Background: an optimization exercise with open tools, aiming at small area, a short achievable clock period and few clock cycles per item. Do not read the settings as production practice. At most, simulation tests tie the RTL to the original design; equivalence was not proved. Only the layout flow was run in runs 2, 3 and 6; the RTL was not checked for function there. Power figures rest on the tool's default switching activity, not on a simulated workload.

[flow/run.sh]
#!/bin/bash
# synth_recipe.tcl (not shown) runs the flow's synth.tcl, then flattens the netlist and writes it again
# the make line also repeats each setting of config.mk as NAME=value (left out here)
make -C /OpenROAD-flow-scripts/flow DESIGN_CONFIG=/design/flow/config.mk WORK_HOME=/design/flow/orfs CLKGATE_MAP_FILE= SYNTH_SCRIPT=/design/flow/synth_recipe.tcl finish
[flow/config.mk]
export PLATFORM = sky130hd
export DESIGN_NAME = kyber_noise_acc
export DESIGN_NICKNAME = kyber_noise_acc
export VERILOG_FILES = /design/flow/design.v
export SDC_FILE = /design/flow/constraint.sdc
export NUM_CORES = 4
export LEC_CHECK = 0
export CAP_MARGIN = 20
export CORE_MARGIN = 2
export CORE_UTILIZATION = 40
export SLEW_MARGIN = 20
[flow/constraint.sdc]
create_clock -name core_clock -period 6.0 [get_ports {clk}]
set_input_delay 1.2000 -clock core_clock [delete_from_list [all_inputs] [get_ports {clk}]]
set_output_delay 1.2000 -clock core_clock [all_outputs]
set_load 0.01 [all_outputs]
[flow/design.v]
`timescale 1ns/1ps
package kyber_params_pkg;
	localparam int KYBER_Q = 3329;  
	localparam int COEFF_W = 12;  
	localparam int LANES = 4;  
	localparam int NOISE_W = 25;
	localparam int ETA_SEL_BIT = NOISE_W - 1;
	typedef logic [COEFF_W-1:0] coeff_t;
	typedef logic [LANES*COEFF_W-1:0] poly_word_t;
	typedef logic [NOISE_W-1:0] noise_word_t;
endpackage
`timescale 1ns/1ps
package noise_acc_ctrl_pkg;
	localparam int WORDS_PER_POLY = 64;  
	localparam int WORD_IDX_W = $clog2(WORDS_PER_POLY);
	localparam int RING_LEN = 4;
	localparam int RING_LEN_W = $clog2(RING_LEN);
	localparam int RINGS = WORDS_PER_POLY / RING_LEN;
	localparam int RING_IDX_W = $clog2(RINGS);
	localparam int NOISE_SAMPLE_W = 3;
	localparam int NOISE_ENC_W = 4 * NOISE_SAMPLE_W;  
	typedef logic [WORD_IDX_W-1:0] word_idx_t;
	typedef logic [RING_IDX_W-1:0] ring_idx_t;
	typedef logic [NOISE_ENC_W-1:0] noise_enc_t;
endpackage
`timescale 1ns/1ps
module noise_acc_fsm
(
	input  logic clk,
	input  logic rst,
	input  logic start_i,
	input  logic noise_empty_i,
	input  logic poly_empty_i,
	input  logic last_i,       
	input  logic slot_next_i,  
	output logic noise_req_o,
	output logic poly_req_o,
	output logic step_o
);
	logic noise_act_q;  
	logic poly_act_q;   
	logic noise_ok_q;   
	logic poly_ok_q;    
	logic noise_act_d;
	logic poly_act_d;
	assign noise_req_o = !noise_empty_i && (start_i || noise_ok_q);
	assign poly_req_o  = !poly_empty_i && poly_ok_q;
	assign step_o      = noise_req_o || poly_req_o;
	assign noise_act_d = (start_i || noise_act_q) && !(noise_req_o && last_i);
	assign poly_act_d  = (noise_req_o && last_i) || (poly_act_q && !(poly_req_o && last_i));
	always_ff @(posedge clk) begin
		if (rst) begin
			noise_act_q <= 1'b0;
			poly_act_q  <= 1'b0;
			noise_ok_q  <= 1'b0;
			poly_ok_q   <= 1'b0;
		end else begin
			noise_act_q <= noise_act_d;
			poly_act_q  <= poly_act_d;
			noise_ok_q  <= noise_act_d && slot_next_i;
			poly_ok_q   <= poly_act_d && slot_next_i;
		end
	end
endmodule
`timescale 1ns/1ps
module word_counter
(
	input  logic                          clk,
	input  logic                          clr_i,   
	input  logic                          step_i,  
	output noise_acc_ctrl_pkg::word_idx_t idx_o,   
	output logic                          last_o,
	output logic                          slot_next_o  
);
	noise_acc_ctrl_pkg::word_idx_t idx_q;
	logic [noise_acc_ctrl_pkg::RING_LEN_W-1:0] mis_q;
	logic [noise_acc_ctrl_pkg::RING_LEN_W-1:0] mis_base;
	logic [noise_acc_ctrl_pkg::RING_LEN_W-1:0] mis_next;
	assign idx_o    = clr_i ? '0 : idx_q;
	assign last_o   = &idx_o;
	assign mis_base = clr_i ? '0 : mis_q;
	assign mis_next = mis_base + noise_acc_ctrl_pkg::RING_LEN_W'(!step_i);
	assign slot_next_o = mis_next == '0;
	always_ff @(posedge clk) begin
		idx_q <= idx_o + noise_acc_ctrl_pkg::WORD_IDX_W'(step_i);
		mis_q <= mis_next;
	end
endmodule
`timescale 1ns/1ps
module cbd_sampler
(
	input  kyber_params_pkg::noise_word_t word_i,
	output noise_acc_ctrl_pkg::noise_enc_t samples_o
);
	for (genvar n = 0; n < kyber_params_pkg::LANES; n++) begin : g_lane
		logic [1:0] pos_sum;
		logic [1:0] neg_sum;
		assign pos_sum = word_i[kyber_params_pkg::ETA_SEL_BIT]
			? 2'(word_i[6*n]) + 2'(word_i[6*n+1]) + 2'(word_i[6*n+2])
			: 2'(word_i[4*n]) + 2'(word_i[4*n+1]);
		assign neg_sum = word_i[kyber_params_pkg::ETA_SEL_BIT]
			? 2'(word_i[6*n+3]) + 2'(word_i[6*n+4]) + 2'(word_i[6*n+5])
			: 2'(word_i[4*n+2]) + 2'(word_i[4*n+3]);
		assign samples_o[n*noise_acc_ctrl_pkg::NOISE_SAMPLE_W +: noise_acc_ctrl_pkg::NOISE_SAMPLE_W] = {1'b0, pos_sum} - {1'b0, neg_sum};
	end
endmodule
`timescale 1ns/1ps
module poly_ram
(
	input  logic                           clk,
	input  logic                           wr_en_i,
	input  noise_acc_ctrl_pkg::ring_idx_t  wr_ring_i,
	input  noise_acc_ctrl_pkg::noise_enc_t wr_data_i,
	input  noise_acc_ctrl_pkg::ring_idx_t  rd_ring_i,
	output noise_acc_ctrl_pkg::noise_enc_t rd_data_o
);
	localparam int RINGS = noise_acc_ctrl_pkg::RINGS;
	localparam int LEN   = noise_acc_ctrl_pkg::RING_LEN;
	noise_acc_ctrl_pkg::noise_enc_t ring [RINGS][LEN];
	for (genvar j = 0; j < RINGS; j++) begin : g_ring
		always_ff @(posedge clk) begin
			ring[j][0] <= (wr_en_i && wr_ring_i == noise_acc_ctrl_pkg::RING_IDX_W'(j)) ? wr_data_i : ring[j][LEN-1];
			for (int i = 1; i < LEN; i++)
				ring[j][i] <= ring[j][i-1];
		end
	end
	assign rd_data_o = ring[rd_ring_i][LEN-1];
endmodule
`timescale 1ns/1ps
module mod_q_adder
(
	input  kyber_params_pkg::poly_word_t   a_i,
	input  noise_acc_ctrl_pkg::noise_enc_t b_i,
	output kyber_params_pkg::poly_word_t   sum_o
);
	localparam int Q = kyber_params_pkg::KYBER_Q;
	function automatic kyber_params_pkg::coeff_t add_mod_q(input kyber_params_pkg::coeff_t a, input logic [2:0] b);
		logic [13:0] raw;
		raw = {2'b00, a} + {{11{b[2]}}, b};  
		if (raw[13])
			raw = raw + 14'(Q);
		else if (raw >= 14'(Q))
			raw = raw - 14'(Q);
		add_mod_q = raw[kyber_params_pkg::COEFF_W-1:0];
	endfunction
	for (genvar n = 0; n < kyber_params_pkg::LANES; n++) begin : g_lane
		assign sum_o[n*kyber_params_pkg::COEFF_W +: kyber_params_pkg::COEFF_W] = add_mod_q(
			a_i[n*kyber_params_pkg::COEFF_W +: kyber_params_pkg::COEFF_W],
			b_i[n*noise_acc_ctrl_pkg::NOISE_SAMPLE_W +: noise_acc_ctrl_pkg::NOISE_SAMPLE_W]);
	end
endmodule
`timescale 1ns/1ps
module kyber_noise_acc
(
	input  logic        clk,
	input  logic        rst,
	input  logic        start_i,
	input  logic        noise_empty_i,
	output logic        noise_req_o,
	input  kyber_params_pkg::noise_word_t noise_i,
	input  logic        poly_empty_i,
	output logic        poly_req_o,
	input  kyber_params_pkg::poly_word_t  poly_i,
	output kyber_params_pkg::poly_word_t  sum_o,
	output logic        sum_valid_o,
	output logic        done_o
);
	logic       step;
	logic       last;
	logic       slot_next;
	noise_acc_ctrl_pkg::word_idx_t  idx;
	logic       noise_req_q;  
	logic       poly_req_q;   
	noise_acc_ctrl_pkg::word_idx_t  idx_q;  
	noise_acc_ctrl_pkg::noise_enc_t samples;
	noise_acc_ctrl_pkg::noise_enc_t stored;
	kyber_params_pkg::poly_word_t   sum_next;
	noise_acc_fsm u_fsm (
		.clk           (clk),
		.rst           (rst),
		.start_i       (start_i),
		.noise_empty_i (noise_empty_i),
		.poly_empty_i  (poly_empty_i),
		.last_i        (last),
		.slot_next_i   (slot_next),
		.noise_req_o   (noise_req_o),
		.poly_req_o    (poly_req_o),
		.step_o        (step)
	);
	word_counter u_counter (
		.clk         (clk),
		.clr_i       (start_i),
		.step_i      (step),
		.idx_o       (idx),
		.last_o      (last),
		.slot_next_o (slot_next)
	);
	always_ff @(posedge clk) begin
		if (rst) begin
			noise_req_q <= 1'b0;
			poly_req_q  <= 1'b0;
		end else begin
			noise_req_q <= noise_req_o;
			poly_req_q  <= poly_req_o;
		end
		idx_q <= idx;
	end
	cbd_sampler u_sampler (
		.word_i    (noise_i),
		.samples_o (samples)
	);
	poly_ram u_ram (
		.clk       (clk),
		.wr_en_i   (noise_req_q),
		.wr_ring_i (idx_q[noise_acc_ctrl_pkg::WORD_IDX_W-1 -: noise_acc_ctrl_pkg::RING_IDX_W]),
		.wr_data_i (samples),
		.rd_ring_i (idx_q[noise_acc_ctrl_pkg::WORD_IDX_W-1 -: noise_acc_ctrl_pkg::RING_IDX_W]),
		.rd_data_o (stored)
	);
	mod_q_adder u_adder (
		.a_i   (poly_i),
		.b_i   (stored),
		.sum_o (sum_next)
	);
	always_ff @(posedge clk) begin
		sum_o <= sum_next;
		if (rst) begin
			sum_valid_o <= 1'b0;
			done_o      <= 1'b0;
		end else begin
			sum_valid_o <= poly_req_q;
			done_o      <= !start_i && (done_o || (poly_req_q && &idx_q));
		end
	end
endmodule
==> run notes, run 1 <==
layout cells sized above 1 12.16%; CTS Buffer Depth 3; status complete, no violations; # DRC 0; Slew HR 24.05%; biggest area consumer among synthesized cells dfxtp_1; setup TNS 0 ns; maximum VDD drop 0.0002111 V; DIE AREA 67490 um^2; Tmin final 5.783 ns; Clock Latency Late Sink 0.61 ns; library cells used by synthesis 93; Tcrit/Tclk final 96.39%; post-route ant nets 0; final wirelength 60.62 mm; Setup CP Type flop to flop; Fillers 5728; total track usage 17.90%; post-synth top area share 64.10%; Site Rows 93; GPL Wtd Cong 0.8410; Seq cells post-synth 838; Seq. cell area 16780 um^2; number of global-route vias before repair 16306; nets 2556; Syn Area/Cell 11.79 um^2; Avg WL per Cell 18.38 um; Sink Count 838; Iter 0 DRT Violations 1130; Post-CTS Hold Fix Bufs 0; post-synthesis async set-or-reset flop share 0%; Leak 12.57 nW; chip width 259.8 um; maxcap violations 0; IO Port Bufs 129; antenna violations before repair 1; clock skew 0.02533 ns; sequential share of the synthesized area 64.10%; DP HPWL 41.43 mm; via count 16397; vias per inst 4.972; layout overhead on the synthesized area 19.57%; Hold WS 0.3059 ns; top cells by count, synth dfxtp_1, nand2_1, o21ai_0; Post-CTS Resized 0; CTS Buf Count 81; CP arrival 6.22 ns; io pins 130; first-pass GRT wire length 93.57 mm; Fmax 0.1729 GHz; unrepaired setup endpoints after global routing false; worst min path class flop to flop; Final setup viols 0; Startpoint Class flop; setup slack after layout 0.2167 ns; Least-Margin Pin Slew 1.136 ns; Fin. Hold Viols 0; main area contributors after synthesis dfxtp_1, ha_1, mux2_2; post-synthesis cell area 26170 um^2; Warnings, synthesis 6; H-tree depth 3; DIE HEIGHT 259.8 um; syn_nets 2397; Post-CTS Setup Inserts 0; max-slew violations 0; ys flop type dfxtp_1; total gr overflow 0; largest net degree at the start of global routing 45; Post-synth EDFFs 0; core area 64580 um^2; DP Worst Slack 0.3573 ns; power per cell area 463.8 nW/um^2; count leader, synth dfxtp_1; drt first pass iters 6; CP max FO 44; Worst-path clk slew 0.06 ns; CP Capture Type flop; CTS tree done; # diodes 0; starting density of the core 40.53%; Mapped Cells 2220; WP data required 6.43 ns; CTS root buffer clkbuf_16; multi-input logic area 8841 um^2
-- registers in the layout, summed over array words and instances, names as in the netlist, 2 cells and up --
| signal | count |
|---|---|
| idx_q | 6 |
| sum_o | 48 |
| u_counter.mis_q | 2 |
| u_ram.ring | 768 |
| u_counter.idx_q | 6 |
-- placed cells by master (no fill, tap or decap), types with 12 or more instances in the layout --
cell and count:
buf_4 36, nand3_1 45, a211oi_1 17, mux2i_1 29, inv_1 46, a31oi_1 16
fa_1 16, a32oi_1 13, ha_1 83, dfxtp_1 834, a22oi_1 15, mux2_2 89
nand2b_1 12, and3_1 27, xnor2_1 65, o21ai_0 175, nand2_1 189, and2_1 12
a21oi_1 64, clkdlybuf4s50_1 129, nor2_1 80, nor3_1 28, clkbuf_1 20, clkbuf_16 86
a21o_1 19, xor2_1 24, nor2b_1 24
-- where the power goes --
group	switching (mW)	internal [mW]
logic	1.85	1.38
registers	0.121	5.95
clock network	2.09	3.12
total	4.07	10.4
-- final timing paths --
check | end | start | cells past startpoint | slack [ns]
setup / recovery | sum_o[37] | idx_q[3] | 16 | 0.22
hold / removal | u_ram.ring[22][8] | u_ram.ring[21][8] | 0 | 0.31
setup reg to reg | sum_o[37] | idx_q[3] | 16 | 0.22
hold reg to reg | u_ram.ring[22][8] | u_ram.ring[21][8] | 0 | 0.31
-- critical path, cell delays in order, from the launching register on --
cell	delay, ns
dfxtp_2	0.66
buf_12	0.33
nor3b_1	0.10
a32o_1	0.22
a22o_1	0.19
nor3_2	0.51
inv_1	0.36
ha_1	0.53
o21ai_1	0.12
a21oi_1	0.28
o21ai_0	0.20
a21oi_1	0.25
nor2_1	0.08
xnor2_1	0.43
a31o_2	0.39
mux2_2	0.36
o21ai_0	0.55
-- cell families after synthesis --
family	after synthesis	share of synthesized area [%]
simple gates	479	8.758
compound gates	453	11.56
mux	122	5.197
xor+xnor	90	3.041
flops	838	64.10
buf+inv	139	2.147
fa+ha+maj	99	5.192
-- layer usage --
metal  GRT usage (%)  vias up  share of wire, %
met5               0        -                 0
met3           3.421      107               5.0
met4           5.492        0               2.2
met1           24.73     7802                48
li1                -     8073                 -
met2           28.32      415                45
-- stage by stage --
step                instances  util (%)  area (um^2)  total power, mW
finish                   3298     48.46        31290            14.52
global route             3298     48.46        31290            15.19
CTS                      3297     48.43        31280            14.63
detailed placement       3150     44.12        28490            9.424
global placement         3149     44.07        28460            9.382
floorplan                2220         -        26170            8.336
-- area by class of cell --
class | count | area share (%)
tap | 855 | 3.419
sequential | 838 | 53.63
clock inverter | 30 | 1.291
inverter | 46 | 0.5518
clock buffer | 117 | 7.601
multi-input combinational | 1243 | 28.25
timing repair buffer | 169 | 5.254
Testbench counts, summed over its fixed seeds: cycles 16,640, transforms 128.
==> inputs of run 2 (changes only) <==
--- a/flow/design.v
+++ b/flow/design.v
@@ -17,9 +17,7 @@
 	localparam int RING_LEN_W = $clog2(RING_LEN);
 	localparam int RINGS = WORDS_PER_POLY / RING_LEN;
-	localparam int RING_IDX_W = $clog2(RINGS);
 	localparam int NOISE_SAMPLE_W = 3;
 	localparam int NOISE_ENC_W = 4 * NOISE_SAMPLE_W;  
 	typedef logic [WORD_IDX_W-1:0] word_idx_t;
-	typedef logic [RING_IDX_W-1:0] ring_idx_t;
 	typedef logic [NOISE_ENC_W-1:0] noise_enc_t;
 endpackage
@@ -69,9 +67,9 @@
 	input  logic                          clr_i,   
 	input  logic                          step_i,  
-	output noise_acc_ctrl_pkg::word_idx_t idx_o,   
 	output logic                          last_o,
 	output logic                          slot_next_o  
 );
 	noise_acc_ctrl_pkg::word_idx_t idx_q;
+	noise_acc_ctrl_pkg::word_idx_t idx_o;  
 	logic [noise_acc_ctrl_pkg::RING_LEN_W-1:0] mis_q;
 	logic [noise_acc_ctrl_pkg::RING_LEN_W-1:0] mis_base;
@@ -109,8 +107,6 @@
 (
 	input  logic                           clk,
-	input  logic                           wr_en_i,
-	input  noise_acc_ctrl_pkg::ring_idx_t  wr_ring_i,
+	input  logic                           shift_i,
 	input  noise_acc_ctrl_pkg::noise_enc_t wr_data_i,
-	input  noise_acc_ctrl_pkg::ring_idx_t  rd_ring_i,
 	output noise_acc_ctrl_pkg::noise_enc_t rd_data_o
 );
@@ -119,11 +115,17 @@
 	noise_acc_ctrl_pkg::noise_enc_t ring [RINGS][LEN];
 	for (genvar j = 0; j < RINGS; j++) begin : g_ring
+		noise_acc_ctrl_pkg::noise_enc_t feed;
+		if (j == 0) begin : g_head
+			assign feed = wr_data_i;
+		end else begin : g_link
+			assign feed = ring[j-1][LEN-1];
+		end
 		always_ff @(posedge clk) begin
-			ring[j][0] <= (wr_en_i && wr_ring_i == noise_acc_ctrl_pkg::RING_IDX_W'(j)) ? wr_data_i : ring[j][LEN-1];
+			ring[j][0] <= shift_i ? feed : ring[j][LEN-1];
 			for (int i = 1; i < LEN; i++)
 				ring[j][i] <= ring[j][i-1];
 		end
 	end
-	assign rd_data_o = ring[rd_ring_i][LEN-1];
+	assign rd_data_o = ring[RINGS-1][LEN-1];
 endmodule
 `timescale 1ns/1ps
@@ -169,8 +171,7 @@
 	logic       last;
 	logic       slot_next;
-	noise_acc_ctrl_pkg::word_idx_t  idx;
 	logic       noise_req_q;  
 	logic       poly_req_q;   
-	noise_acc_ctrl_pkg::word_idx_t  idx_q;  
+	logic       last_q;       
 	noise_acc_ctrl_pkg::noise_enc_t samples;
 	noise_acc_ctrl_pkg::noise_enc_t stored;
@@ -192,5 +193,4 @@
 		.clr_i       (start_i),
 		.step_i      (step),
-		.idx_o       (idx),
 		.last_o      (last),
 		.slot_next_o (slot_next)
@@ -204,5 +204,5 @@
 			poly_req_q  <= poly_req_o;
 		end
-		idx_q <= idx;
+		last_q <= poly_req_o && last;
 	end
 	cbd_sampler u_sampler (
@@ -212,8 +212,6 @@
 	poly_ram u_ram (
 		.clk       (clk),
-		.wr_en_i   (noise_req_q),
-		.wr_ring_i (idx_q[noise_acc_ctrl_pkg::WORD_IDX_W-1 -: noise_acc_ctrl_pkg::RING_IDX_W]),
+		.shift_i   (noise_req_q || poly_req_q),
 		.wr_data_i (samples),
-		.rd_ring_i (idx_q[noise_acc_ctrl_pkg::WORD_IDX_W-1 -: noise_acc_ctrl_pkg::RING_IDX_W]),
 		.rd_data_o (stored)
 	);
@@ -230,6 +228,6 @@
 		end else begin
 			sum_valid_o <= poly_req_q;
-			done_o      <= !start_i && (done_o || (poly_req_q && &idx_q));
-		end
-	end
-endmodule
+			done_o      <= !start_i && (done_o || (poly_req_q && last_q));
+		end
+	end
+endmodule
--- a/flow/config.mk
+++ b/flow/config.mk
@@ -6,6 +6,8 @@
 export NUM_CORES = 4
 export LEC_CHECK = 0
+export ABC_AREA = 1
 export CAP_MARGIN = 20
 export CORE_MARGIN = 2
 export CORE_UTILIZATION = 40
+export SETUP_SLACK_MARGIN = 3.0
 export SLEW_MARGIN = 20
==> run 2 against run 1 <==
Compared with the run above:
- still clean
- synthesized cell count grew 19%
- power grew 24%
- utilization grew 3.4 points
- hold slack gained 0.0046 ns
- sequential power grew 27%
- first-iteration DRC count shrank 24%
- critical path type is now input pin to flop
- largest power group unchanged
==> run notes, run 2 <==
Tmin final 2.951 ns (was 5.783 ns); Fmax 0.3389 GHz (was 0.1729 GHz); CTS tree done (unchanged); CP max FO 5 (was 44); first-pass GRT wire length 81.19 mm (was 93.57 mm); Least-Margin Pin Slew 0.8884 ns (was 1.136 ns); layout overhead on the synthesized area 28.82% (was 19.57%); CTS root buffer clkbuf_16 (unchanged); antenna violations before repair 0 (was 1); CTS Buf Count 80 (was 81); Sink Count 833 (was 838); count leader, synth dfxtp_1 (unchanged); drt first pass iters 5 (was 6); WP data required 6.50 ns (was 6.43 ns); Hold WS 0.3106 ns (was 0.3059 ns); Seq. cell area 16680 um^2 (was 16780 um^2); Iter 0 DRT Violations 864 (was 1130); syn_nets 2811 (was 2397); Core Util, Final 51.89% (was 48.46%); Worst-path clk slew 0.06 ns (about the same); nets 3071 (was 2556); CP Capture Type flop (unchanged); Site Rows 93 (unchanged); io pins 130 (unchanged); Final setup viols 0 (unchanged); Tcrit/Tclk final 49.18% (was 96.39%); Slew HR 40.77% (was 24.05%); Leak 15.27 nW (was 12.57 nW); multi-input logic area 9568 um^2 (was 8841 um^2); clock skew 0.02419 ns (was 0.02533 ns); sequential share of the synthesized area 64.45% (was 64.10%); DIE AREA 66730 um^2 (was 67490 um^2); starting density of the core 40.28% (was 40.53%); most common cell after layout, fill and taps aside dfxtp_1 (unchanged); Post-CTS Hold Fix Bufs 0 (unchanged); post-synth top area share 64.45% (was 64.10%); Warnings, synthesis 6 (unchanged); most frequent cells in the layout dfxtp_1, nand2_1, inv_1 (was dfxtp_1, nand2_1, o21ai_0); setup TNS 0 ns (unchanged); Most flops, register u_ram.ring (unchanged); status complete, no violations (unchanged); IO Port Bufs 129 (unchanged); Largest regs u_ram.ring (768), sum_o (48), u_counter.idx_q (6) (was u_ram.ring (768), sum_o (48)); dpl cell area 28210 um^2 (was 28490 um^2); vias per inst 4.483 (was 4.972); via count 17094 (was 16397); power per cell area 539.5 nW/um^2 (was 463.8 nW/um^2); number of global-route vias before repair 16932 (was 16306); DIE HEIGHT 258.3 um (was 259.8 um); ys flop type dfxtp_1 (unchanged); H-tree depth 3 (unchanged); chip width 258.3 um (was 259.8 um); GPL Wtd Cong 0.8412 (was 0.8410); Seq cells post-synth 833 (was 838); DP HPWL 31.30 mm (was 41.43 mm); total track usage 14.44% (was 17.90%); cell area after layout 33330 um^2 (was 31290 um^2); library cells used by synthesis 37 (was 93); maximum VDD drop 0.0002870 V (was 0.0002111 V); Startpoint Class input pin (was flop); worst min path class flop to flop (unchanged); main area contributors after synthesis dfxtp_1, nand2_1, inv_1 (was dfxtp_1, ha_1, mux2_2); # diodes 0 (unchanged); max FFs per register 768 (unchanged); top cells by count, synth dfxtp_1, nand2_1, inv_1 (was dfxtp_1, nand2_1, o21ai_0); largest net degree at the start of global routing 277 (was 45); post-route ant nets 0 (unchanged); Mapped Cells 2634 (was 2220); CTS Buffer Depth 3 (unchanged); Syn Area/Cell 9.822 um^2 (was 11.79 um^2); post-synthesis cell area 25870 um^2 (was 26170 um^2); maxcap violations 0 (unchanged); Post-synth EDFFs 0 (unchanged); Setup CP Type input pin to flop (was flop to flop); unrepaired setup endpoints after global routing true (was false); total gr overflow 0 (unchanged); # DRC 0 (unchanged); biggest area consumer among synthesized cells dfxtp_1 (unchanged); final wirelength 49.06 mm (was 60.62 mm); Fin. Hold Viols 0 (unchanged); layout cells sized above 1 19.68% (was 12.16%); CP arrival 3.45 ns (was 6.22 ns); Fillers 5724 (was 5728); post-synthesis async set-or-reset flop share 0% (unchanged); max-slew violations 0 (unchanged); Avg WL per Cell 12.87 um (was 18.38 um); Clock Latency Late Sink 0.60 ns (was 0.61 ns); core area 64230 um^2 (was 64580 um^2)
-- run 2: cell count changes after synthesis, moves of 21 or more --
cell      previous run  this run
mux2i_1             29         8
nand4_1             10        41
nor2_1              80       184
nand2_1            190       553
nand3_1             46       168
mux2_2              89        16
and3_1              27         0
inv_1               46       283
nand2_2              1        24
nor2b_1             24         0
a21oi_1             64       123
o21ai_0            175       110
xnor2_1             65         6
clkbuf_1            69        42
-- run 2: area by class of cell --
type,count,area share (%)
clock buffers,121,7.193
clock inverters,25,1.104
inverters,292,3.364
multi-input cells,1458,28.71
flip-flops and latches,833,50.05
well taps,855,3.210
repair buffers,229,6.371
-- run 2: power by group --
group          leakage [nW]  switching, mW  internal, mW
combinational          6.90           3.01          2.17
clock                  1.35           2.07          3.01
sequential             7.01          0.518          7.21
-- run 2: kinds of logic after synthesis --
group / share of synthesized area [%]
and+or+nand+nor: 17.48
DFF: 64.45
buffers and inverters: 5.262
AOI/OAI and AO/OA: 4.913
adders and majority gates: 5.252
xor gates and xnor gates: 1.635
muxes: 1.006
-- run 2: final timing paths --
kind / startpoint / end / slack, ns / cells after the start
worst max register to register: u_ram.ring[63][2] / sum_o[7] / 3.33 / 15
worst max-delay path: poly_i[46] / sum_o[42] / 3.05 / 14
worst min register to register: u_ram.ring[60][2] / u_ram.ring[61][2] / 0.31 / 0
worst min-delay path: u_ram.ring[60][2] / u_ram.ring[61][2] / 0.31 / 0
-- run 2: timing repair --
| item | CTS | global route |
|---|---|---|
| resized for setup | 155 | 234 |
| gates cloned | 6 | 1 |
| setup endpoints to repair | 50 | 51 |
| pin swaps | 34 | 83 |
| buffers inserted | 39 | 58 |
-- run 2: critical path, stage by stage --
cell,delay (ns)
clkdlybuf4s50_1,0.43
ha_1,0.35
inv_1,0.13
o21bai_1,0.10
a21oi_1,0.19
nand3_2,0.16
xor2_4,0.22
nor2_4,0.19
buf_4,0.15
nand2_2,0.09
nand3_1,0.08
nand2_1,0.05
nand2_1,0.05
nand2_1,0.05
-- run 2: routing by layer --
layer	part of all wire, %	GRT usage [%]
met2	47	23.84
met4	2.1	4.865
met5	0	0
met1	48	19.07
met3	3.8	2.709
-- run 2: per-stage QoR --
stage	power, mW	setup WS, ns	instances
floorplan	10.52	2.765	2634
global placement	11.73	1.631	3562
detailed placement	11.80	1.550	3562
CTS	17.51	2.963	3753
global route	19.16	2.940	3813
finish	17.98	3.049	3813
==> inputs of run 3 (changes only) <==
--- a/flow/config.mk
+++ b/flow/config.mk
@@ -6,5 +6,5 @@
 export NUM_CORES = 4
 export LEC_CHECK = 0
-export ABC_AREA = 1
+export ABC_CLOCK_PERIOD_IN_PS = 2500
 export CAP_MARGIN = 20
 export CORE_MARGIN = 2
==> run 3 against run 2 <==
Compared with the run above:
- clock skew up 0.0049 ns
- count of clock-buffer cells in the layout down 5
- hold slack worse by 0.0062 ns
- worst setup slack worse by 0.75 ns
- clock power up 1%
- area after synthesis down 4.6%
- synthesized cell count down 16%
- cell count down 12%
==> run notes, run 3 <==
status complete, no violations (unchanged); via count 15670 (was 17094); worst min path class flop to flop (unchanged); count leader, synth dfxtp_1 (unchanged); max FFs per register 768 (unchanged); Iter 0 DRT Violations 594 (was 864); top cells by count, synth dfxtp_1, nand2_1, ha_1 (was dfxtp_1, nand2_1, inv_1); Metal-1 WL 20.56 mm (was 23.34 mm); Fin. Hold Viols 0 (unchanged); Largest regs u_ram.ring (768), sum_o (48), u_counter.idx_q (6) (unchanged); layout cells sized above 1 20.75% (was 19.68%); CTS Buf Count 82 (was 80); cell area after layout 32330 um^2 (was 33330 um^2); starting density of the core 40.24% (was 40.28%); IO Port Bufs 129 (unchanged); Most flops, register u_ram.ring (unchanged); CP max FO 6 (was 5); max-slew violations 0 (unchanged); DP Worst Slack 1.052 ns (was 1.550 ns); power per cell area 375.5 nW/um^2 (was 539.5 nW/um^2); R2R Setup Slk 2.57 ns (was 3.33 ns); Inst Count DP 3081 (was 3562); final wirelength 45.06 mm (was 49.06 mm); largest family of logic cells by synthesized area simple AND/OR/NAND/NOR gates (unchanged); CTS tree done (unchanged); Tcrit/Tclk final 61.66% (was 49.18%); post-route ant nets 0 (unchanged); vias per inst 4.693 (was 4.483); chip width 252.5 um (was 258.3 um); Avg WL per Cell 13.50 um (was 12.87 um); Final setup viols 0 (unchanged); Fmax 0.2703 GHz (was 0.3389 GHz); Leak 13.77 nW (was 15.27 nW); setup slack after layout 2.301 ns (was 3.049 ns); CP arrival 4.25 ns (was 3.45 ns); syn_nets 2399 (was 2811); H-tree depth 3 (unchanged); Seq cells post-synth 833 (unchanged); DP HPWL 26.31 mm (was 31.30 mm); Site Rows 91 (was 93); CTS root buffer clkbuf_16 (unchanged); total gr overflow 0 (unchanged); Setup CP Type input pin to flop (unchanged); largest net degree at the start of global routing 184 (was 277); core area 61370 um^2 (was 64230 um^2); WL met2 21.69 mm (was 22.84 mm); most common cell after layout, fill and taps aside dfxtp_1 (unchanged); setup TNS 0 ns (unchanged); layout overhead on the synthesized area 30.93% (was 28.82%); Warnings, synthesis 6 (unchanged); Tmin final 3.699 ns (was 2.951 ns); Post-synth EDFFs 0 (unchanged); CP Capture Type flop (unchanged); Final Non-Filler Cells 3339 (was 3813); biggest area consumer among synthesized cells dfxtp_1 (unchanged); main area contributors after synthesis dfxtp_1, nand2_1, ha_1 (was dfxtp_1, nand2_1, inv_1); Synth Area in Adders 5.503% (was 5.252%); clock skew 0.02912 ns (was 0.02419 ns); CTS Buffer Depth 3 (unchanged); worst reg2reg path startpoint u_ram.ring[63][8] (was u_ram.ring[63][2]); Least-Margin Pin Slew 0.9813 ns (was 0.8884 ns); Worst-path clk slew 0.07 ns (was 0.06 ns); Compound-Gate Fraction of Synth Area 7.423% (was 4.913%); Syn Area/Cell 11.11 um^2 (was 9.822 um^2); post-synth top area share 67.53% (was 64.45%); library cells used by synthesis 81 (was 37); Startpoint Class input pin (unchanged); total track usage 14.17% (was 14.44%); nets 2663 (was 3071); Fillers 5243 (was 5724); Mapped Cells 2222 (was 2634); number of global-route vias before repair 16203 (was 16932); # DRC 0 (unchanged); Met3 Routed Length 1.524 mm (was 1.864 mm); DIE HEIGHT 252.5 um (was 258.3 um); Clock Latency Late Sink 0.62 ns (was 0.60 ns); HP Start u_ram.ring[62][4] (was u_ram.ring[60][2]); WP data required 6.55 ns (was 6.50 ns); # diodes 0 (unchanged); post-synthesis cell area 24690 um^2 (was 25870 um^2); final total power 12.14 mW (was 17.98 mW); GPL Wtd Cong 0.8634 (was 0.8412); io pins 130 (unchanged); post-synthesis async set-or-reset flop share 0% (unchanged); Synth Area in XOR/XNOR 2.412% (was 1.635%); first-pass GRT wire length 76.07 mm (was 81.19 mm); Synth Area in Simple Gates 14.28% (was 17.48%); antenna violations before repair 0 (unchanged); mux contribution to synthesized area 1.241% (was 1.006%); unrepaired setup endpoints after global routing true (unchanged); Sink Count 833 (unchanged); dpl cell area 27220 um^2 (was 28210 um^2); DIE AREA 63740 um^2 (was 66730 um^2); Slew HR 34.58% (was 40.77%); maximum VDD drop 0.0003927 V (was 0.0002870 V); uppermost layer routed met4 (unchanged); maxcap violations 0 (unchanged); most frequent cells in the layout dfxtp_1, nand2_1, clkdlybuf4s50_1 (was dfxtp_1, nand2_1, inv_1); sequential share of the synthesized area 67.53% (was 64.45%); drt first pass iters 5 (unchanged); ys flop type dfxtp_1 (unchanged); crit path from poly_i[24] (was poly_i[46])
[run 3: cell types whose count changed after synthesis, moves of 16 or more]
cell	before	now
o21ai_0	110	42
inv_1	283	41
nand2_1	553	603
nand4_1	41	13
nor2_1	184	79
a211oi_1	0	22
nand3_2	16	0
a21oi_1	123	44
xnor2_1	6	40
nand2_2	24	0
nand3_1	168	28
[run 3: critical path: stages]
cell,delay (ns)
buf_6,0.09
ha_4,0.16
fa_2,0.40
xor2_4,0.22
nor4bb_4,0.32
o221ai_2,0.16
or4_4,0.54
a211oi_4,0.22
buf_4,0.17
nor4_4,0.04
nor2_2,0.14
buf_6,0.16
mux2_4,0.30
a21oi_2,0.13
[run 3: cell type report]
cell class / count / area, um^2 / area share [%]
clock buffer: 116 / 2380 / 7.360
timing repair buffer: 242 / 2285 / 7.066
sequential: 833 / 16690 / 51.61
clock inverter: 31 / 435.4 / 1.347
tap: 790 / 988.4 / 3.057
multi-input combinational: 1286 / 9404 / 29.09
inverter: 41 / 153.9 / 0.4760
[run 3: through the flow]
| stage | utilization [%] | hold slack, ns |
|---|---|---|
| floorplan | - | 0.3096 |
| global placement | 44.36 | 0.3097 |
| detailed placement | 44.36 | 0.3121 |
| CTS | 51.54 | 0.3026 |
| global route | 52.68 | 0.3076 |
| finish | 52.68 | 0.3044 |
[run 3: worst paths after layout]
path,end,cells past startpoint
worst max-delay path,sum_o[25],14
worst min-delay path,u_ram.ring[63][4],0
worst max register to register,sum_o[25],12
worst min register to register,u_ram.ring[63][4],0
[run 3: report_power, final]
group	internal [mW]	total, mW	switching [mW]
sequential	5.89	6.00	0.113
clock	3.02	5.13	2.11
combinational	0.497	1.01	0.509
[run 3: cell families after synthesis]
group | count (synthesis)
AO/OA/AOI/OAI | 250
XOR/XNOR | 68
adder cells (fa/ha/maj) | 99
buffers and inverters | 104
flip-flops | 833
multiplexers | 29
AND/OR/NAND/NOR | 839
[run 3: per-layer routing]
| metal | global-route usage, % | vias to the layer above |
|---|---|---|
| met5 | 0 | - |
| met4 | 5.850 | 0 |
| met3 | 2.966 | 112 |
| met2 | 24.43 | 245 |
| met1 | 17.17 | 7410 |
| li1 | - | 7903 |
[run 3: repair_timing]
action,4_1_cts,5_1_grt
gates resized for setup,283,75
buffers inserted,76,34
cloned,1,0
hold endpoints to repair,0,0
pin swaps,87,59
hold buffers,0,0
setup endpoints to repair,50,49
==> inputs of run 4 (changes only) <==
--- a/flow/design.v
+++ b/flow/design.v
@@ -38,12 +38,12 @@
 	logic noise_act_q;  
 	logic poly_act_q;   
-	logic noise_ok_q;   
-	logic poly_ok_q;    
+	logic noise_wait_q;  
+	logic poly_wait_q;   
 	logic noise_act_d;
 	logic poly_act_d;
-	assign noise_req_o = !noise_empty_i && (start_i || noise_ok_q);
-	assign poly_req_o  = !poly_empty_i && poly_ok_q;
+	assign noise_req_o = !(noise_empty_i || noise_wait_q);
+	assign poly_req_o  = !(poly_empty_i || poly_wait_q);
 	assign step_o      = noise_req_o || poly_req_o;
-	assign noise_act_d = (start_i || noise_act_q) && !(noise_req_o && last_i);
+	assign noise_act_d = start_i || (noise_act_q && !(noise_req_o && last_i));
 	assign poly_act_d  = (noise_req_o && last_i) || (poly_act_q && !(poly_req_o && last_i));
 	always_ff @(posedge clk) begin
@@ -51,11 +51,11 @@
 			noise_act_q <= 1'b0;
 			poly_act_q  <= 1'b0;
-			noise_ok_q  <= 1'b0;
-			poly_ok_q   <= 1'b0;
+			noise_wait_q <= 1'b1;
+			poly_wait_q  <= 1'b1;
 		end else begin
 			noise_act_q <= noise_act_d;
 			poly_act_q  <= poly_act_d;
-			noise_ok_q  <= noise_act_d && slot_next_i;
-			poly_ok_q   <= poly_act_d && slot_next_i;
+			noise_wait_q <= !(noise_act_d && slot_next_i);
+			poly_wait_q  <= !(poly_act_d && slot_next_i);
 		end
 	end
@@ -70,16 +70,12 @@
 	output logic                          slot_next_o  
 );
-	noise_acc_ctrl_pkg::word_idx_t idx_q;
-	noise_acc_ctrl_pkg::word_idx_t idx_o;  
+	noise_acc_ctrl_pkg::word_idx_t idx_q;  
 	logic [noise_acc_ctrl_pkg::RING_LEN_W-1:0] mis_q;
-	logic [noise_acc_ctrl_pkg::RING_LEN_W-1:0] mis_base;
 	logic [noise_acc_ctrl_pkg::RING_LEN_W-1:0] mis_next;
-	assign idx_o    = clr_i ? '0 : idx_q;
-	assign last_o   = &idx_o;
-	assign mis_base = clr_i ? '0 : mis_q;
-	assign mis_next = mis_base + noise_acc_ctrl_pkg::RING_LEN_W'(!step_i);
+	assign last_o   = &idx_q;
+	assign mis_next = clr_i ? '0 : mis_q + noise_acc_ctrl_pkg::RING_LEN_W'(!step_i);
 	assign slot_next_o = mis_next == '0;
 	always_ff @(posedge clk) begin
-		idx_q <= idx_o + noise_acc_ctrl_pkg::WORD_IDX_W'(step_i);
+		idx_q <= clr_i ? '0 : idx_q + noise_acc_ctrl_pkg::WORD_IDX_W'(step_i);
 		mis_q <= mis_next;
 	end
@@ -136,13 +132,22 @@
 	output kyber_params_pkg::poly_word_t   sum_o
 );
-	localparam int Q = kyber_params_pkg::KYBER_Q;
 	function automatic kyber_params_pkg::coeff_t add_mod_q(input kyber_params_pkg::coeff_t a, input logic [2:0] b);
-		logic [13:0] raw;
-		raw = {2'b00, a} + {{11{b[2]}}, b};  
-		if (raw[13])
-			raw = raw + 14'(Q);
-		else if (raw >= 14'(Q))
-			raw = raw - 14'(Q);
-		add_mod_q = raw[kyber_params_pkg::COEFF_W-1:0];
+		logic [12:0] raw;
+		logic        wrap_lo;
+		logic        wrap_hi;
+		raw     = {1'b0, a} + {1'b0, {9{b[2]}}, b};  
+		wrap_lo = b[2] && !raw[12];
+		wrap_hi = !b[2] && raw[11:2] == 10'h340 && raw[1:0] != 2'b00;  
+		if (wrap_lo) begin
+			case (raw[1:0])  
+				2'b01:   add_mod_q = 12'd3326;
+				2'b10:   add_mod_q = 12'd3327;
+				default: add_mod_q = 12'd3328;
+			endcase
+		end else if (wrap_hi) begin
+			add_mod_q = {10'd0, raw[1:0] - 2'd1};
+		end else begin
+			add_mod_q = raw[11:0];
+		end
 	endfunction
 	for (genvar n = 0; n < kyber_params_pkg::LANES; n++) begin : g_lane
--- a/flow/config.mk
+++ b/flow/config.mk
@@ -6,8 +6,8 @@
 export NUM_CORES = 4
 export LEC_CHECK = 0
-export ABC_CLOCK_PERIOD_IN_PS = 2500
+export ABC_AREA = 1
 export CAP_MARGIN = 20
 export CORE_MARGIN = 2
 export CORE_UTILIZATION = 40
-export SETUP_SLACK_MARGIN = 3.0
+export SETUP_SLACK_MARGIN = 3.25
 export SLEW_MARGIN = 20
==> run 4 against run 3 <==
Compared with the run above:
- highest routed layer unchanged
- register-to-register slack gained 0.97 ns
- sequential power up about 30%
- fmax is 36% higher
- hold slack improved by 0.011 ns
- non-clock buffer count down 82
- clock power fell by 3%
- largest power group unchanged
- combinational power rose to 2.5 times the previous value
- count of clock-buffer cells in the layout fell by 3
==> run notes, run 4 <==
power per cell area 525.7 nW/um^2 (was 375.5 nW/um^2); H-tree depth 3 (unchanged); Setup CP Type input pin to output port (was input pin to flop); Warnings, synthesis 6 (unchanged); DIE AREA 60470 um^2 (was 63740 um^2); Slew HR 29.29% (was 34.58%); maximum VDD drop 0.0003075 V (was 0.0003927 V); # DRC 0 (unchanged); post-synth top area share 71.24% (was 67.53%); most frequent cells in the layout dfxtp_1, nand2_1, inv_1 (was dfxtp_1, nand2_1, clkdlybuf4s50_1); layout cells sized above 1 13.30% (was 20.75%); Sink Count 833 (unchanged); HP Start u_ram.ring[16][1] (was u_ram.ring[62][4]); drt first pass iters 5 (unchanged); main area contributors after synthesis dfxtp_1, nand2_1, inv_1 (was dfxtp_1, nand2_1, ha_1); total track usage 12.31% (was 14.17%); first-pass GRT wire length 62.56 mm (was 76.07 mm); status complete, no violations (unchanged); IO Port Bufs 129 (unchanged); CTS Buf Count 79 (was 82); Fmax 0.3672 GHz (was 0.2703 GHz); count leader, synth dfxtp_1 (unchanged); Post-CTS Hold Fix Bufs 0 (unchanged); Tmin final 2.724 ns (was 3.699 ns); Most flops, register u_ram.ring (unchanged); DIE HEIGHT 245.9 um (was 252.5 um); Tcrit/Tclk final 45.39% (was 61.66%); final wirelength 36.93 mm (was 45.06 mm); vias per inst 4.267 (was 4.693); ys flop type dfxtp_1 (unchanged); Site Rows 88 (was 91); CP max FO 2 (was 6); Avg WL per Cell 11.56 um (was 13.50 um); unrepaired setup endpoints after global routing true (unchanged); total gr overflow 0 (unchanged); WP data required 4.80 ns (was 6.55 ns); Startpoint Class input pin (unchanged); Leak 13.45 nW (was 13.77 nW); post-synthesis cell area 23410 um^2 (was 24690 um^2); setup TNS 0 ns (unchanged); most common cell after layout, fill and taps aside dfxtp_1 (unchanged); chip width 245.9 um (was 252.5 um); maxcap violations 0 (unchanged); GPL Wtd Cong 0.7661 (was 0.8634); # diodes 0 (unchanged); core area 57810 um^2 (was 61370 um^2); Final setup viols 0 (unchanged); layout overhead on the synthesized area 24.27% (was 30.93%); worst reg2reg path startpoint u_ram.ring[63][9] (was u_ram.ring[63][8]); DP HPWL 23.09 mm (was 26.31 mm); worst min path class flop to flop (unchanged); biggest area consumer among synthesized cells dfxtp_1 (unchanged); crit path from poly_empty_i (was poly_i[24]); antenna violations before repair 0 (unchanged); Syn Area/Cell 10.77 um^2 (was 11.11 um^2); syn_nets 2338 (was 2399); Mapped Cells 2173 (was 2222); post-route ant nets 0 (unchanged); Least-Margin Pin Slew 1.061 ns (was 0.9813 ns); Worst-path clk slew 0.06 ns (was 0.07 ns); largest net degree at the start of global routing 250 (was 184); io pins 130 (unchanged); nets 2531 (was 2663); max-slew violations 0 (unchanged); CTS tree done (unchanged); Seq cells post-synth 833 (unchanged); CTS Buffer Depth 3 (unchanged); Clock Latency Late Sink 0.61 ns (was 0.62 ns); Post-synth EDFFs 0 (unchanged); starting density of the core 40.50% (was 40.24%); Fin. Hold Viols 0 (unchanged); Iter 0 DRT Violations 589 (was 594); post-synthesis async set-or-reset flop share 0% (unchanged); clock skew 0.02914 ns (was 0.02912 ns); CP arrival 1.52 ns (was 4.25 ns); via count 13630 (was 15670); top cells by count, synth dfxtp_1, nand2_1, inv_1 (was dfxtp_1, nand2_1, ha_1); CP Capture Type output port (was flop); Fillers 5203 (was 5243); final total power 15.29 mW (was 12.14 mW); max FFs per register 768 (unchanged); sequential share of the synthesized area 71.24% (was 67.53%); CTS root buffer clkbuf_16 (unchanged); library cells used by synthesis 29 (was 81); number of global-route vias before repair 13477 (was 16203); Largest regs u_ram.ring (768), sum_o (48), u_counter.idx_q (6) (unchanged)
==> run 4: logic make-up (layout without fill, tap and decap cells) <==
group           Yosys count  count (layout)  share of synthesized area, %
fa+ha+maj                87              87                         5.163
buf+inv                 298             553                         4.901
mux                      20              20                        0.9194
compound gates          235             235                         5.088
simple gates            686             687                         12.17
xor+xnor                 14              14                        0.5238
flops                   833             833                         71.24
==> run 4: final cells by class <==
class	instances	area (um^2)	share of cell area (%)
Clock buffer	113	2265	7.785
Tap cell	765	957.2	3.290
Inverter	249	934.6	3.213
Clock inverter	31	410.4	1.411
Multi-Input combinational cell	1043	6305	21.67
Sequential cell	833	16680	57.34
Timing Repair Buffer	160	1536	5.282
==> run 4: critical path, stage by stage <==
cell    delay, ns
buf_6        0.10
nor2_4       0.09
buf_2        0.13
==> run 4: repair_timing <==
| item | in CTS | in global routing |
|---|---|---|
| buffers inserted | 13 | 15 |
| cloned | 0 | 1 |
| resized for setup | 44 | 132 |
| pin swaps | 19 | 49 |
| endpoints found under the setup margin | 59 | 55 |
==> run 4: path summary, 6_finish.rpt <==
check,end,slack [ns],cells past startpoint
worst min register to register,u_ram.ring[17][1],0.32,0
worst min-delay path,u_ram.ring[17][1],0.32,0
worst max register to register,sum_o[37],3.54,14
worst max-delay path,poly_req_o,3.28,3
==> run 4: layer usage <==
layer | track usage (%) | part of all wire [%] | vias to the layer above
li1 | - | - | 7182
met1 | 15.88 | 48 | 6183
met3 | 2.892 | 4.1 | 80
met5 | 0 | 0 | -
met2 | 19.99 | 46 | 185
met4 | 4.724 | 2.5 | 0
==> run 4: through the flow <==
step / setup WS, ns / utilization, % / instances / instance area (um^2) / hold slack (ns)
after floorplan: 2.948 / - / 2173 / 23490 / 0.3096
after global placement: 2.232 / 44.23 / 3021 / 25570 / 0.3097
after detailed placement: 2.227 / 44.23 / 3021 / 25570 / 0.3121
after CTS: 3.143 / 49.15 / 3178 / 28410 / 0.3142
after global routing: 3.198 / 50.32 / 3194 / 29090 / 0.3120
final: 3.276 / 50.32 / 3194 / 29090 / 0.3150
==> run 4: power by group <==
group	switching [mW]	internal, mW	total (mW)
Clock	2.04	2.92	4.96
Combinational	1.40	1.15	2.55
Sequential	0.497	7.28	7.78
Testbench counts of run 4, summed over its fixed seeds: cycles 16,768, transforms 128.
==> inputs of run 5 (changes only) <==
--- a/flow/config.mk
+++ b/flow/config.mk
@@ -10,4 +10,5 @@
 export CORE_MARGIN = 2
 export CORE_UTILIZATION = 40
+export CTS_BUF_LIST = sky130_fd_sc_hd__clkbuf_8
 export SETUP_SLACK_MARGIN = 3.25
 export SLEW_MARGIN = 20
==> run 5 against run 4 <==
Compared with the run above:
- area after synthesis is the same
- wire length fell by 0.79%
- hold slack lost 0.017 ns
- clock skew grew 0.0044 ns
- synthesized cell count did not move
- clock power decreased by 8.9%
- cell count up 2.2%
==> run notes, run 5 <==
DIE AREA 60470 um^2 (unchanged); IO Port Bufs 129 (unchanged); # DRC 0 (unchanged); max FFs per register 768 (unchanged); GPL Wtd Cong 0.7661 (unchanged); Sink Count 833 (unchanged); Tcrit/Tclk final 45.49% (was 45.39%); CTS root buffer clkbuf_8 (was clkbuf_16); vias per inst 4.239 (was 4.267); DP Worst Slack 2.227 ns (unchanged); Least-Margin Pin Slew 1.200 ns (was 1.061 ns); Leak 13.53 nW (was 13.45 nW); Worst-path clk slew 0.06 ns (about the same); cell count of the worst hold path 0 (unchanged); layout cells sized above 1 12.73% (was 13.30%); Syn Area/Cell 10.77 um^2 (unchanged); number of global-route vias before repair 14012 (was 13477); Warnings, synthesis 6 (unchanged); sequential share of the synthesized area 71.24% (unchanged); HP Start u_ram.ring[61][10] (was u_ram.ring[16][1]); io pins 130 (unchanged); worst r2r path cells 12 (was 14); total track usage 12.62% (was 12.31%); worst reg2reg path startpoint u_ram.ring[63][2] (was u_ram.ring[63][9]); Iter 0 DRT Violations 572 (was 589); nets 2577 (was 2531); most common cell after layout, fill and taps aside dfxtp_1 (unchanged); largest net degree at the start of global routing 250 (unchanged); post-synth top area share 71.24% (unchanged); worst min path class flop to flop (unchanged); R2R Setup Slk 3.47 ns (was 3.54 ns); status complete, no violations (unchanged); Avg WL per Cell 11.22 um (was 11.56 um); CTS Buffer Depth 3 (unchanged); final wirelength 36.64 mm (was 36.93 mm); CTS Buf Count 130 (was 79); first-pass GRT wire length 63.11 mm (was 62.56 mm); Fillers 5378 (was 5203); library cells used by synthesis 29 (unchanged); Fin. Hold Viols 0 (unchanged); via count 13837 (was 13630); Crit path depth 3 (unchanged); syn_nets 2338 (unchanged); DP HPWL 23.09 mm (unchanged); Final setup viols 0 (unchanged); Site Rows 88 (unchanged); post-synthesis cell area 23410 um^2 (unchanged); CP Capture Type output port (unchanged); maxcap violations 0 (unchanged); # diodes 0 (unchanged); chip width 245.9 um (unchanged); setup TNS 0 ns (unchanged); worst path cell trace buf_2, nor2_2, buf_2 (was buf_6, nor2_4, buf_2); WP data required 4.80 ns (about the same); Post-synth EDFFs 0 (unchanged); Fmax 0.3664 GHz (was 0.3672 GHz); worst hold endpoint u_ram.ring[62][10] (was u_ram.ring[17][1]); core area 57810 um^2 (unchanged); final total power 14.55 mW (was 15.29 mW); Tmin final 2.729 ns (was 2.724 ns); Most flops, register u_ram.ring (unchanged); Startpoint Class input pin (unchanged); total gr overflow 0 (unchanged); Top cell by count, worst path buf_2; Largest regs u_ram.ring (768), sum_o (48), u_counter.idx_q (6) (unchanged); CP arrival 1.53 ns (was 1.52 ns); power per cell area 512.1 nW/um^2 (was 525.7 nW/um^2); Seq cells post-synth 833 (unchanged); biggest area consumer among synthesized cells dfxtp_1 (unchanged); ys flop type dfxtp_1 (unchanged); CTS tree done (unchanged); antenna violations before repair 0 (unchanged); Setup CP Type input pin to output port (unchanged); most frequent cells in the layout dfxtp_1, nand2_1, inv_1 (unchanged); CP max FO 2 (unchanged); drt first pass iters 4 (was 5); R2R Path End sum_o[8] (was sum_o[37]); post-route ant nets 0 (unchanged); Mapped Cells 2173 (unchanged); Crit path max-delay family buffers and inverters (unchanged); clock skew 0.03350 ns (was 0.02914 ns); Slowest-stage cell, CP buf_2 (unchanged); main area contributors after synthesis dfxtp_1, nand2_1, inv_1 (unchanged); DIE HEIGHT 245.9 um (unchanged); unrepaired setup endpoints after global routing true (unchanged); Buf/Inv on CP 2 (unchanged); count leader, synth dfxtp_1 (unchanged); Crit path largest cell delay 0.14 ns (was 0.13 ns); Slew HR 20.00% (was 29.29%); Clock Latency Late Sink 0.75 ns (was 0.61 ns); maximum VDD drop 0.0003067 V (was 0.0003075 V); top cells by count, synth dfxtp_1, nand2_1, inv_1 (unchanged); H-tree depth 4 (was 3); setup slack after layout 3.271 ns (was 3.276 ns); max-slew violations 0 (unchanged); post-synthesis async set-or-reset flop share 0% (unchanged); layout overhead on the synthesized area 21.37% (was 24.27%); starting density of the core 40.50% (unchanged)
[run 5: cell counts after synthesis]
Identical to the previous run, type by type.
[run 5: worst register-to-register path: cells and delay by family (launching register included)]
family / cells / cell delay, ns
xor+xnor: 1 / 0.16
fa+ha+maj: 1 / 0.46
compound gates: 1 / 0.06
buf+inv: 1 / 0.07
flops: 1 / 0.72
simple gates: 8 / 0.95
[run 5: final cells by class]
type	count	area, um^2	share of cell area (%)
well taps	765	957.2	3.369
multi-input cells	1043	5873	20.67
repair buffers	155	1416	4.985
clock buffers	156	2147	7.557
inverters	249	934.6	3.290
flip-flops and latches	833	16680	58.70
clock inverters	63	406.6	1.431
[run 5: how the worst max path moves through the flow]
stage / start / slack, ns / to
detailed placement: poly_i[24] / 2.23 / sum_o[32]
floorplan: poly_i[24] / 2.95 / sum_o[32]
global route: poly_i[36] / 3.23 / sum_o[36]
finish: poly_empty_i / 3.27 / poly_req_o
CTS: noise_empty_i / 3.09 / noise_req_o
global placement: poly_i[36] / 2.23 / sum_o[44]
[run 5: routing by layer]
metal	share of wire (%)	vias to the layer above	track usage (%)
met5	0	-	0
met1	48	6264	15.64
met4	2.3	0	6.399
met3	4.3	70	3.842
li1	-	7297	-
met2	46	206	19.85
[run 5: cells by family (layout without fill, tap and decap cells)]
logic type | after synthesis | in the layout | share of synthesized area [%]
flip-flops | 833 | 833 | 71.24
AND/OR/NAND/NOR | 686 | 687 | 12.17
buffers and inverters | 298 | 623 | 4.901
AO/OA/AOI/OAI | 235 | 235 | 5.088
adder cells (fa/ha/maj) | 87 | 87 | 5.163
multiplexers | 20 | 20 | 0.9194
XOR/XNOR | 14 | 14 | 0.5238
[run 5: where the power goes]
group | total (mW) | switching [mW] | internal [mW] | leakage, nW
combinational | 2.28 | 1.33 | 0.955 | 5.09
clock | 4.52 | 2.09 | 2.43 | 1.45
sequential | 7.75 | 0.469 | 7.28 | 6.99
total | 14.5 | 3.88 | 10.7 | 13.5
[run 5: repair_timing]
item                                    4_1_cts  5_1_grt
hold buffers                                  0        0
pin swaps                                     9       19
resized for setup                            68       51
gates cloned                                  0        1
endpoints found under the setup margin       88       55
buffers inserted                              6       17
[run 5: stage by stage]
| step | cell area (um^2) | hold WS [ns] | std cells | utilization (%) |
|---|---|---|---|---|
| 5_1_grt | 28410 | 0.3072 | 3264 | 49.15 |
| 3_5_place_dp | 25570 | 0.3121 | 3021 | 44.23 |
| 4_1_cts | 28090 | 0.2973 | 3246 | 48.59 |
| 3_3_place_gp | 25570 | 0.3097 | 3021 | 44.23 |
| 6_report | 28410 | 0.2977 | 3264 | 49.15 |
| 2_1_floorplan | 23490 | 0.3096 | 2173 | - |
==> inputs of run 6 (changes only) <==
--- a/flow/design.v
+++ b/flow/design.v
@@ -133,12 +133,28 @@
 );
 	function automatic kyber_params_pkg::coeff_t add_mod_q(input kyber_params_pkg::coeff_t a, input logic [2:0] b);
-		logic [12:0] raw;
+		logic [2:0]  lo;
+		logic        inc;
+		logic        dec;
+		logic [10:0] ones;   
+		logic [10:0] zeros;  
+		logic [11:0] raw;
 		logic        wrap_lo;
 		logic        wrap_hi;
-		raw     = {1'b0, a} + {1'b0, {9{b[2]}}, b};  
-		wrap_lo = b[2] && !raw[12];
+		lo  = {1'b0, a[1:0]} + {1'b0, b[1:0]};
+		inc = !b[2] && lo[2];
+		dec = b[2] && !lo[2];
+		ones[0]  = 1'b1;
+		zeros[0] = 1'b1;
+		for (int i = 1; i < 11; i++) begin
+			ones[i]  = ones[i-1] && a[i+1];
+			zeros[i] = zeros[i-1] && !a[i+1];
+		end
+		raw[1:0] = lo[1:0];
+		for (int i = 2; i < 12; i++)
+			raw[i] = a[i] ^ ((inc && ones[i-2]) || (dec && zeros[i-2]));
+		wrap_lo = dec && zeros[10];                                      
 		wrap_hi = !b[2] && raw[11:2] == 10'h340 && raw[1:0] != 2'b00;  
 		if (wrap_lo) begin
-			case (raw[1:0])  
+			case (raw[1:0])
 				2'b01:   add_mod_q = 12'd3326;
 				2'b10:   add_mod_q = 12'd3327;
@@ -148,5 +164,5 @@
 			add_mod_q = {10'd0, raw[1:0] - 2'd1};
 		end else begin
-			add_mod_q = raw[11:0];
+			add_mod_q = raw;
 		end
 	endfunction
--- a/flow/config.mk
+++ b/flow/config.mk
@@ -11,4 +11,6 @@
 export CORE_UTILIZATION = 40
 export CTS_BUF_LIST = sky130_fd_sc_hd__clkbuf_8
+export CTS_CLUSTER_DIAMETER = 50
+export CTS_CLUSTER_SIZE = 16
 export SETUP_SLACK_MARGIN = 3.25
 export SLEW_MARGIN = 20
==> run 6 against run 5 <==
Compared with the run above:
- still clean on timing, DRC and antenna
- critical path depth grew 12
- register-to-register slack gained 0.02 ns
- non-clock buffer count grew 3
- count of clock-buffer cells in the layout shrank 83
- cell area shrank 7.7%
- fmax shrank 3.3%
- sequential cell count is the same
- critical path type is now input pin to flop
- critical endpoint is now sum_o[33]
- largest cell class unchanged
==> run notes, run 6 <==
total gr overflow 0 (unchanged); Mapped Cells 1927 (was 2173); clock skew 0.02207 ns (was 0.03350 ns); nets 2241 (was 2577); DIE AREA 57400 um^2 (was 60470 um^2); DP HPWL 20.74 mm (was 23.09 mm); main area contributors after synthesis dfxtp_1, nand2_1, inv_1 (unchanged); max-slew violations 0 (unchanged); worst hold endpoint u_ram.ring[61][9] (was u_ram.ring[62][10]); drt first pass iters 4 (unchanged); HP Start u_ram.ring[60][9] (was u_ram.ring[61][10]); CTS root buffer clkbuf_8 (unchanged); combinational share of power 8.2% (was 15.7%); post-synthesis cell area 22200 um^2 (was 23410 um^2); Iter 0 DRT Violations 527 (was 572); cell count of the worst hold path 0 (unchanged); top cells by count, synth dfxtp_1, nand2_1, inv_1 (unchanged); core area 54990 um^2 (was 57810 um^2); CP max FO 4 (was 2); R2R Path End sum_o[33] (was sum_o[8]); Avg WL per Cell 11.47 um (was 11.22 um); worst path cell trace buf_8, ha_4, fa_2, inv_2, ha_4, or2_4, nor2_2, nand2_1, nor2_1, nand2_1, nor2_2, nand3_2, nor2_4, nand2_2, nor3b_2 (was buf_2, nor2_2, buf_2); largest net degree at the start of global routing 221 (was 250); Switching Power 2.586 mW (was 3.880 mW); chip width 239.6 um (was 245.9 um); Slew HR 38.80% (was 20.00%); Leak 11.94 nW (was 13.53 nW); worst reg2reg path startpoint u_ram.ring[63][6] (was u_ram.ring[63][2]); Buf/Inv on CP 2 (unchanged); antenna violations before repair 0 (unchanged); max FFs per register 768 (unchanged); final wirelength 33.07 mm (was 36.64 mm); Warnings, synthesis 6 (unchanged); Fmax 0.3544 GHz (was 0.3664 GHz); DIE HEIGHT 239.6 um (was 245.9 um); vias per inst 4.277 (was 4.239); CTS tree done (unchanged); Tmin final 2.822 ns (was 2.729 ns); WP data required 6.51 ns (was 4.80 ns); Post-synth EDFFs 0 (unchanged); setup TNS 0 ns (unchanged); Site Rows 86 (was 88); Startpoint Class input pin (unchanged); Crit path largest cell delay 0.58 ns (was 0.14 ns); layout cells sized above 1 12.69% (was 12.73%); sequential share of the synthesized area 75.12% (was 71.24%); Hold WS 0.3113 ns (was 0.2977 ns); count leader, synth dfxtp_1 (unchanged); R2R Setup Slk 3.49 ns (was 3.47 ns); library cells used by synthesis 30 (was 29); CTS Buffer Depth 3 (unchanged); CP Capture Type flop (was output port); most frequent cells in the layout dfxtp_1, nand2_1, inv_1 (unchanged); layout overhead on the synthesized area 18.19% (was 21.37%); GPL Wtd Cong 0.7555 (was 0.7661); Final setup viols 0 (unchanged); post-synth top area share 75.12% (was 71.24%); Fillers 4946 (was 5378); Sink Count 833 (unchanged); CP arrival 3.33 ns (was 1.53 ns); Least-Margin Pin Slew 0.9180 ns (was 1.200 ns); first-pass GRT wire length 56.65 mm (was 63.11 mm); total track usage 11.75% (was 12.62%); Syn Area/Cell 11.52 um^2 (was 10.77 um^2); status complete, no violations (unchanged); Crit path max-delay family simple AND/OR/NAND/NOR gates (was buffers and inverters); # DRC 0 (unchanged); biggest area consumer among synthesized cells dfxtp_1 (unchanged); sequential share of power 65.6% (was 53.3%); multi-input logic area 5142 um^2 (was 5873 um^2); syn_nets 2056 (was 2338); clock share of power 26.2% (was 31.1%); Largest regs u_ram.ring (768), sum_o (48), u_counter.idx_q (6) (unchanged); Seq. cell area 16680 um^2 (about the same); Fin. Hold Viols 0 (unchanged); maximum VDD drop 0.0002231 V (was 0.0003067 V); io pins 130 (unchanged); Seq cells post-synth 833 (unchanged); Worst-path clk slew 0.09 ns (was 0.06 ns); Setup CP Type input pin to flop (was input pin to output port); internal power 8.649 mW (was 10.67 mW); Switching Fraction 23.02% (was 26.67%); # diodes 0 (unchanged); Slowest-stage cell, CP fa_2 (was buf_2); IO Port Bufs 129 (unchanged); starting density of the core 40.37% (was 40.50%); worst min path class flop to flop (unchanged); Tcrit/Tclk final 47.03% (was 45.49%); Most flops, register u_ram.ring (unchanged); Clock Latency Late Sink 0.63 ns (was 0.75 ns); via count 12334 (was 13837); worst r2r path cells 14 (was 12); CTS Buf Count 69 (was 130); maxcap violations 0 (unchanged); number of global-route vias before repair 12350 (was 14012); post-synthesis async set-or-reset flop share 0% (unchanged); H-tree depth 3 (was 4); post-route ant nets 0 (unchanged); ys flop type dfxtp_1 (unchanged); most common cell after layout, fill and taps aside dfxtp_1 (unchanged); unrepaired setup endpoints after global routing true (unchanged); power per cell area 428.2 nW/um^2 (was 512.1 nW/um^2)
[run 6: cell types whose count changed after synthesis, moves of 7 or more]
cell | before | now
nor2_1 | 147 | 131
nor3_1 | 3 | 11
nand2_2 | 13 | 6
ha_1 | 71 | 35
a21oi_1 | 121 | 100
nand2_1 | 400 | 290
nor2_4 | 0 | 7
o21ai_0 | 110 | 120
inv_1 | 245 | 181
[run 6: area by class of cell]
type,count,area share (%)
clock buffer,73,3.829
clock inverter,22,0.8679
inverter,181,2.599
multi-input combinational,869,19.60
sequential,833,63.56
tap,748,3.567
timing repair buffer,158,5.980
[run 6: metrics by stage]
step	area [um^2]	setup WS (ns)	instances	utilization, %	total power, mW
after CTS	25870	3.144	2875	47.05	11.39
after floorplan	22370	2.767	1927	-	7.914
after global placement	24460	2.025	2762	44.49	8.315
after global routing	26240	3.109	2884	47.72	11.90
final	26240	3.178	2884	47.72	11.23
after detailed placement	24460	2.044	2762	44.49	8.385
[run 6: cell families (layout without fill, tap and decap cells)]
family | count (synthesis) | after routing | synth area share (%)
compound gates | 221 | 221 | 4.994
xor+xnor | 8 | 8 | 0.3156
fa+ha+maj | 51 | 51 | 3.415
buf+inv | 225 | 434 | 3.844
flops | 833 | 833 | 75.12
mux | 24 | 24 | 1.172
simple gates | 565 | 565 | 11.14
[run 6: worst max-delay path by stage]
stage,slack [ns],from,to,cells after the start
after floorplan,2.77,poly_i[24],sum_o[33],14
after global placement,2.02,poly_i[24],sum_o[33],15
after detailed placement,2.04,poly_i[24],sum_o[33],15
after CTS,3.14,noise_empty_i,noise_req_o,3
after global routing,3.11,poly_i[12],sum_o[13],17
final,3.18,poly_i[24],sum_o[33],15
[run 6: metal layers]
layer  vias up  global-route usage [%]  share of wire [%]
li1       6397                       -                  -
met1      5678                   15.33                 49
met2       195                   18.64                 45
met3        64                   3.181                4.6
met4         0                   4.356                2.2
met5         -                       0                  0
[run 6: what timing repair did]
item	CTS	global route
setup endpoints to repair	69	58
resized for setup	67	94
pin swaps	33	64
buffers inserted	18	9
hold buffers	0	0
[run 6: power by group through the flow]
stage,Sequential (mW),Combinational [mW],Clock (mW)
6_report,7.37,0.922,2.95
5_1_grt,7.52,1.07,3.31
4_1_cts,7.39,0.906,3.09
3_5_place_dp,7.51,0.877,0
3_3_place_gp,7.46,0.858,0
2_1_floorplan,7.39,0.525,0

==> what the ideal ports hide <==
The results above use ideal ports. As a check the final layouts listed here were re-extracted and re-timed, cells and wires unchanged.
Step 1 assumes that a clkbuf_16 drives the clock port and a buf_2 every other input.
Step 2 also shifts input and output timing later by t, the mid clock arrival at the registers, as if the neighbouring blocks saw the same clock.
Three values: ideal ports, drivers, drivers and shift; two values: the first two.
run | shift t [ns] | setup WS [ns] | latest minus earliest clock arrival (ns) | worst data-port slew with drivers (ns) | pins driven straight from the clock port
run 1 | 0.667 | 0.217 / 0.217 / 0.217 | 0.033 / 0.034 | 0.06 | 1
run 2 | 0.646 | 3.049 / 3.063 / 2.417 | 0.026 / 0.026 | 0.06 | 1
run 3 | 0.665 | 2.301 / 2.320 / 1.654 | 0.033 / 0.033 | 0.06 | 1
run 4 | 0.651 | 3.276 / 3.240 / 2.610 | 0.031 / 0.031 | 0.08 | 1
run 5 | 0.782 | 3.271 / 3.244 / 2.507 | 0.036 / 0.037 | 0.09 | 1
run 6 | 0.665 | 3.178 / 3.181 / 2.515 | 0.025 / 0.025 | 0.07 | 1
After both steps setup and hold are still met in every run listed. The setup slack of run 5, which loses most, moves by -0.027 ns with the drivers and by -0.764 ns with both steps.
